Context: an optimization exercise on an open-source flow, tuned for small area, a short achievable clock period and few clock cycles per item. The choices shown serve that exercise and are no tape-out recipe.
At most, simulation tests tie the RTL to the original design; equivalence was not proved.
No activity file was given, so power comes from the tool's default toggle rates.

## krnl_maxpool
module krnl_maxpool #(
  parameter int FIFO_DEPTH = 16    
) (
  input  logic                    ap_clk,
  input  logic                    areset,
  input  logic                    s_axi_control_awvalid,
  output logic                    s_axi_control_awready,
  input  maxpool_pkg::axil_addr_t s_axi_control_awaddr,
  input  logic                    s_axi_control_wvalid,
  output logic                    s_axi_control_wready,
  input  maxpool_pkg::axil_data_t s_axi_control_wdata,
  input  logic [3:0]              s_axi_control_wstrb,
  output logic                    s_axi_control_bvalid,
  input  logic                    s_axi_control_bready,
  output logic [1:0]              s_axi_control_bresp,
  input  logic                    s_axi_control_arvalid,
  output logic                    s_axi_control_arready,
  input  maxpool_pkg::axil_addr_t s_axi_control_araddr,
  output logic                    s_axi_control_rvalid,
  input  logic                    s_axi_control_rready,
  output maxpool_pkg::axil_data_t s_axi_control_rdata,
  output logic [1:0]              s_axi_control_rresp,
  output logic                    interrupt,
  input  logic                    in_tvalid,
  output logic                    in_tready,
  input  maxpool_pkg::elem_t      in_tdata,
  output logic                    out_tvalid,
  input  logic                    out_tready,
  output maxpool_pkg::elem_t      out_tdata
);
  logic                job_start;
  logic                job_done;
  maxpool_pkg::count_t job_windows;
  logic                pool_tvalid;
  logic                pool_tready;
  ...
==> flow/config.mk <==
export PLATFORM = sky130hd
export DESIGN_NAME = krnl_maxpool
export DESIGN_NICKNAME = krnl_maxpool
export VERILOG_FILES = /design/flow/design.v
export SDC_FILE = /design/flow/constraint.sdc
export NUM_CORES = 4
export LEC_CHECK = 0
export CAP_MARGIN = 20
export CORE_MARGIN = 2
export CORE_UTILIZATION = 40
export SETUP_SLACK_MARGIN = 1.5
export SLEW_MARGIN = 20
==> flow/constraint.sdc <==
create_clock -name core_clock -period 3.8 [get_ports {ap_clk}]
set_input_delay 0.7600 -clock core_clock [delete_from_list [all_inputs] [get_ports {ap_clk}]]
set_output_delay 0.7600 -clock core_clock [all_outputs]
set_load 0.01 [all_outputs]
standard.sh (not shown) runs the stock make flow with config.mk's settings and CLKGATE_MAP_FILE= SYNTH_SCRIPT=/design/flow/synth_recipe.tcl, a recipe that flattens the netlist after the stock synthesis.
==> flow/flow/run.sh <==
#!/bin/bash
# The standard layout, with the port buffers made from buf_4 cells instead of
# the default delay buffers. Make's full output goes to standard_flow.log.
set -euo pipefail
export BUFFER_PORTS_ARGS="-buffer_cell sky130_fd_sc_hd__buf_4"
bash standard.sh > standard_flow.log 2>&1
The first run completed with no timing, DRC or antenna violations.
Next try:
Settings changed: CTS_CLUSTER_DIAMETER from default to 100, CTS_CLUSTER_SIZE from default to 28, SETUP_SLACK_MARGIN 1.5 to 1.8.
What happened:
- worst setup slack got worse by 76 ps
- cell count fell by about 2.8%
- die area does not change
- clock skew grows by 13 ps
- routed wire length came out lower by about 3.3%
- global-route usage is lower by 0.47 points
- sequential power stays flat
Next try:
==> flow/run.sh (new file) <==
#!/bin/bash
# synth_recipe.tcl (not shown) runs the flow's synth.tcl, then flattens the netlist and writes it again
# the make line also repeats each setting of config.mk as NAME=value (left out here)
make -C /OpenROAD-flow-scripts/flow DESIGN_CONFIG=/design/flow/config.mk WORK_HOME=/design/flow/orfs CLKGATE_MAP_FILE= SYNTH_SCRIPT=/design/flow/synth_recipe.tcl finish
Settings changed: SETUP_SLACK_MARGIN 1.8 to 1.5.
removed: flow/flow/run.sh
removed: flow/standard.sh
After rerunning:
- power is about the same
- hold slack gets better by 3.7 ps
- synthesized area stays the same
- final cell count stays flat
- global-route usage came out lower by 0.22 points
- clock skew falls by 8.3 ps
Next try:
Settings changed: ABC_CLOCK_PERIOD_IN_PS from default to 300, CTS_CLUSTER_DIAMETER 100 to default, CTS_CLUSTER_SIZE 28 to default.
=> Power came out higher by 23%; worst hold slack degrades by 7.0 ps; design area goes up by 6.6%; utilization grows by 3.2 points; routed wire length rose by 3.3%; worst setup slack gets better by 38 ps; via count rises by 3.0%.
Function was not checked in any run of this note: the RTL went through the layout flow alone.

* * *

exp/maple:
krnl_maxpool, a different RTL version from the one above (not shown whole).
For scale: roughly 1200 cells after synthesis, roughly 620 flip-flops, about 170 I/O pins, ~18000 µm² of cells after synthesis.
Settings: LEC_CHECK=0, CAP_MARGIN=20, CORE_MARGIN=2, CORE_UTILIZATION=40, CTS_CLUSTER_DIAMETER=100, CTS_CLUSTER_SIZE=28, SETUP_SLACK_MARGIN=1.5, SLEW_MARGIN=20; clock period 3.8 ns.
==> flow/flow/run.sh <==
#!/bin/bash
# The standard layout, with the port buffers made from buf_2 cells instead of
# the default delay buffers. Make's full output goes to standard_flow.log.
set -euo pipefail
export BUFFER_PORTS_ARGS="-buffer_cell sky130_fd_sc_hd__buf_2"
bash standard.sh > standard_flow.log 2>&1
The final layout from exp/maple, which completed every stage, passed the timing, design-rule and antenna checks at the end of the flow.
Testbench counts of exp/maple, summed over its fixed seeds: cycles 8,364, items 2,035.
diff inputs: exp/maple => exp/amber
- a change of SETUP_SLACK_MARGIN from 1.5 to 1.8
- an added PLACE_DENSITY of 0.8
==> flow/flow/run.sh <==
#!/bin/bash
# The standard layout, with the port buffers made from buf_4 cells instead of
# the default delay buffers. Make's full output goes to standard_flow.log.
set -euo pipefail
export BUFFER_PORTS_ARGS="-buffer_cell sky130_fd_sc_hd__buf_4"
bash standard.sh > standard_flow.log 2>&1
### Flow results
Diff exp/maple..exp/amber | number of levels in the clock H-tree | unchanged
On placed instance count, exp/amber and exp/maple are basically level.
STATUS sum of routed wire length over all layers: exp/amber loses against exp/maple
Layout multi-input combinational cell count: exp/maple vs exp/amber identical
Between exp/amber and exp/maple, the first-pass GRT wire length is higher for exp/amber.
Input-level comparison between exp/xenon and exp/amber:
- PLACE_DENSITY: 0.8 -> unset
Findings:
Every stage of the flow completed for exp/xenon, and the final layout passed the timing, design-rule and antenna checks. Sequential share of layout area on exp/xenon is down relative to exp/amber. Higher area growth from synthesis to layout among exp/xenon and exp/amber: exp/xenon. Delta (exp/xenon minus exp/amber): total power ~0 delta, post-route standard cell area excluding fillers has increased. Summary — total vias in the final route, exp/xenon relative to exp/amber: lower, by 2.2%.
Modified inputs, exp/fjord compared to exp/xenon
- CORE_UTILIZATION changed from 40 to 60
- SETUP_SLACK_MARGIN changed from 1.8 to 1.5
Findings:
Diff exp/xenon -> exp/fjord | number of clock buffer instances in the layout | up by a few percent. Between exp/xenon and exp/fjord, core utilization is lower for exp/xenon, exp/fjord comes in above that. exp/fjord | stages: all done | timing, DRC, antenna: all pass. exp/fjord vs exp/xenon: cell-internal power down slightly. exp/fjord vs exp/xenon: total wirelength of the detailed-routed design down by a little under 10%. Per the comparison of exp/fjord with exp/xenon, layout buffer count excluding clock buffers has decreased, combinational logic power has decreased, net total in the final layout has decreased, flip-flop and latch count after synthesis has remained practically unchanged. On register cell area after layout, exp/xenon tracks exp/fjord almost exactly.

* * *

Starting RTL as in the previous note.
==> flow/config.mk <==
export PLATFORM = sky130hd
export DESIGN_NAME = krnl_maxpool
export DESIGN_NICKNAME = krnl_maxpool
export VERILOG_FILES = /design/flow/design.v
export SDC_FILE = /design/flow/constraint.sdc
export NUM_CORES = 4
export LEC_CHECK = 0
export CAP_MARGIN = 20
export CORE_MARGIN = 2
export CORE_UTILIZATION = 40
export CTS_CLUSTER_DIAMETER = 100
export CTS_CLUSTER_SIZE = 28
export SETUP_SLACK_MARGIN = 2.1
export SLEW_MARGIN = 20
==> flow/constraint.sdc <==
create_clock -name core_clock -period 3.8 [get_ports {ap_clk}]
set_input_delay 0.7600 -clock core_clock [delete_from_list [all_inputs] [get_ports {ap_clk}]]
set_output_delay 0.7600 -clock core_clock [all_outputs]
set_load 0.01 [all_outputs]
==> flow/flow/run.sh <==
#!/bin/bash
# The standard layout, with the port buffers made from buf_4 cells instead of
# the default delay buffers. Make's full output goes to standard_flow.log.
set -euo pipefail
export BUFFER_PORTS_ARGS="-buffer_cell sky130_fd_sc_hd__buf_4"
bash standard.sh > standard_flow.log 2>&1
Testbench counts at the start, summed over its fixed seeds: cycles 8,364, items 2,035.
Rerun with:
Settings changed: SETUP_SLACK_MARGIN 2.1 to 1.5.
Die area stays the same.
Non-clock buffer count fell by 38.
First-iteration DRC count fell by 0.70%.
Worst setup slack is worse by 0.16 ns.
Clock-buffer cell count rose by 1.
Rerun with:
==> flow/flow/run.sh (replaced) <==
#!/bin/bash
# The standard layout, with the port buffers made from buf_2 cells instead of
# the default delay buffers. Make's full output goes to standard_flow.log.
set -euo pipefail
export BUFFER_PORTS_ARGS="-buffer_cell sky130_fd_sc_hd__buf_2"
bash standard.sh > standard_flow.log 2>&1
Settings changed: SETUP_SLACK_MARGIN 1.5 to 1.8.
What happened:
- first-iteration DRC count shrinks slightly
- via count grows slightly
- worst setup slack improves by 0.17 ns
- sequential share of layout area barely changes
- utilization is about the same
- global-route usage grows by 0.46 points
- sequential power stays flat

* * *

krnl_maxpool, a different RTL version from the one above (not shown whole).
Size in the first run: about 1200 cells after synthesis, roughly 170 I/O pins, ~17000 sq um of cells after synthesis.
export LEC_CHECK = 0
export CAP_MARGIN = 20
export CORE_MARGIN = 2
export CORE_UTILIZATION = 40
export CTS_CLUSTER_DIAMETER = 100
export CTS_CLUSTER_SIZE = 28
export SETUP_SLACK_MARGIN = 1.8
export SLEW_MARGIN = 20
create_clock -name core_clock -period 3.8 [get_ports {ap_clk}]
==> flow/flow/run.sh <==
#!/bin/bash
# The standard layout, with the port buffers made from buf_4 cells instead of
# the default delay buffers. Make's full output goes to standard_flow.log.
set -euo pipefail
export BUFFER_PORTS_ARGS="-buffer_cell sky130_fd_sc_hd__buf_4"
bash standard.sh > standard_flow.log 2>&1
The starting point produced a clean layout.
Then changed:
SETUP_SLACK_MARGIN = 1.5   (was 1.8)
The changed run completed with no timing, DRC or antenna violations; utilization goes down by 0.56 points; via count hardly moves; global-route usage is about the same; wire length goes up slightly; clock power stays flat.
No functional check of the RTL was part of any run of this note.

* * *

krnl_maxpool, a different RTL version from the one above (not shown whole).
Size: roughly 18000 um^2 of cells after synthesis.
export LEC_CHECK = 0
export CAP_MARGIN = 20
export CORE_MARGIN = 2
export CORE_UTILIZATION = 40
export CTS_CLUSTER_DIAMETER = 100
export CTS_CLUSTER_SIZE = 28
export SETUP_SLACK_MARGIN = 1.7
export SLEW_MARGIN = 20
create_clock -name core_clock -period 3.8 [get_ports {ap_clk}]
==> flow/flow/run.sh <==
#!/bin/bash
# The standard layout, with the port buffers made from buf_2 cells instead of
# the default delay buffers. Make's full output goes to standard_flow.log.
set -euo pipefail
export BUFFER_PORTS_ARGS="-buffer_cell sky130_fd_sc_hd__buf_2"
bash standard.sh > standard_flow.log 2>&1
The first run went through all stages and came out clean.
Testbench counts at the start, summed over its fixed seeds: cycles 8,364, items 2,035.
Next try:
--- a/flow/config.mk
+++ b/flow/config.mk
@@ -10,5 +10,5 @@
 export CORE_UTILIZATION = 40
-export CTS_CLUSTER_DIAMETER = 100
-export CTS_CLUSTER_SIZE = 28
-export SETUP_SLACK_MARGIN = 1.7
+export CTS_CLUSTER_DIAMETER = 80
+export CTS_CLUSTER_SIZE = 36
+export SETUP_SLACK_MARGIN = 1.8
 export SLEW_MARGIN = 20
Result:
- The changed run completed without violations
- clock skew barely changes
- power went up by 3.1%
- maximum frequency went up by 2.4%
- die area is unchanged
- wire length barely changes
- register-to-register slack is better by 50 ps

==> re-timing with driven ports <==
No port has a modelled driver above. Below, the same layouts with a new extraction and two added sets of constraints.
Step 1, drivers: a clkbuf_16 drives ap_clk and a buf_2 each remaining input, both assumed.
Step 2 adds t to the input delays and takes it off the output delays; t is the mean of the earliest and latest rising clock arrival at the registers after step 1. Input paths then give back, and output paths get back, about the clock's delay inside the block.
Slacks: ideal ports / drivers / drivers and shift; pairs: ideal ports / drivers.
run	t (ns)	slack for setup (ns)	latest minus earliest clock arrival (ns)	worst register clock-pin slew, ns
the first run of note 1	0.615	1.195 / 1.195 / 0.750	0.014 / 0.014	0.06 / 0.06
the second run of note 1	0.599	1.119 / 1.119 / 0.683	0.027 / 0.027	0.11 / 0.11
the third run of note 1	0.600	1.022 / 1.047 / 0.448	0.018 / 0.018	0.11 / 0.11
the fourth run of note 1	0.627	1.060 / 1.087 / 0.460	0.023 / 0.023	0.06 / 0.06
exp/maple	0.641	1.623 / 1.623 / 1.128	0.028 / 0.028	0.11 / 0.11
exp/amber	0.637	1.733 / 1.733 / 1.237	0.040 / 0.041	0.11 / 0.11
exp/xenon	0.629	1.779 / 1.779 / 1.229	0.020 / 0.021	0.11 / 0.11
exp/fjord	0.601	1.634 / 1.634 / 1.222	0.040 / 0.039	0.11 / 0.11
the first run of note 3	0.629	1.806 / 1.792 / 1.280	0.038 / 0.038	0.11 / 0.11
the second run of note 3	0.619	1.644 / 1.644 / 1.145	0.018 / 0.018	0.11 / 0.11
the third run of note 3	0.619	1.812 / 1.812 / 1.314	0.033 / 0.032	0.11 / 0.11
the first run of note 4	0.625	1.718 / 1.718 / 1.331	0.041 / 0.040	0.11 / 0.11
the second run of note 4	0.623	1.591 / 1.591 / 1.191	0.031 / 0.031	0.11 / 0.11
the first run of note 5	0.630	1.797 / 1.769 / 1.308	0.032 / 0.032	0.11 / 0.11
the second run of note 5	0.651	1.844 / 1.798 / 1.441	0.030 / 0.031	0.12 / 0.12
After both steps every run listed still meets setup and hold. For the fourth run of note 1, which loses most, drivers alone change the setup slack by +0.027 ns; drivers and shift together by -0.600 ns.
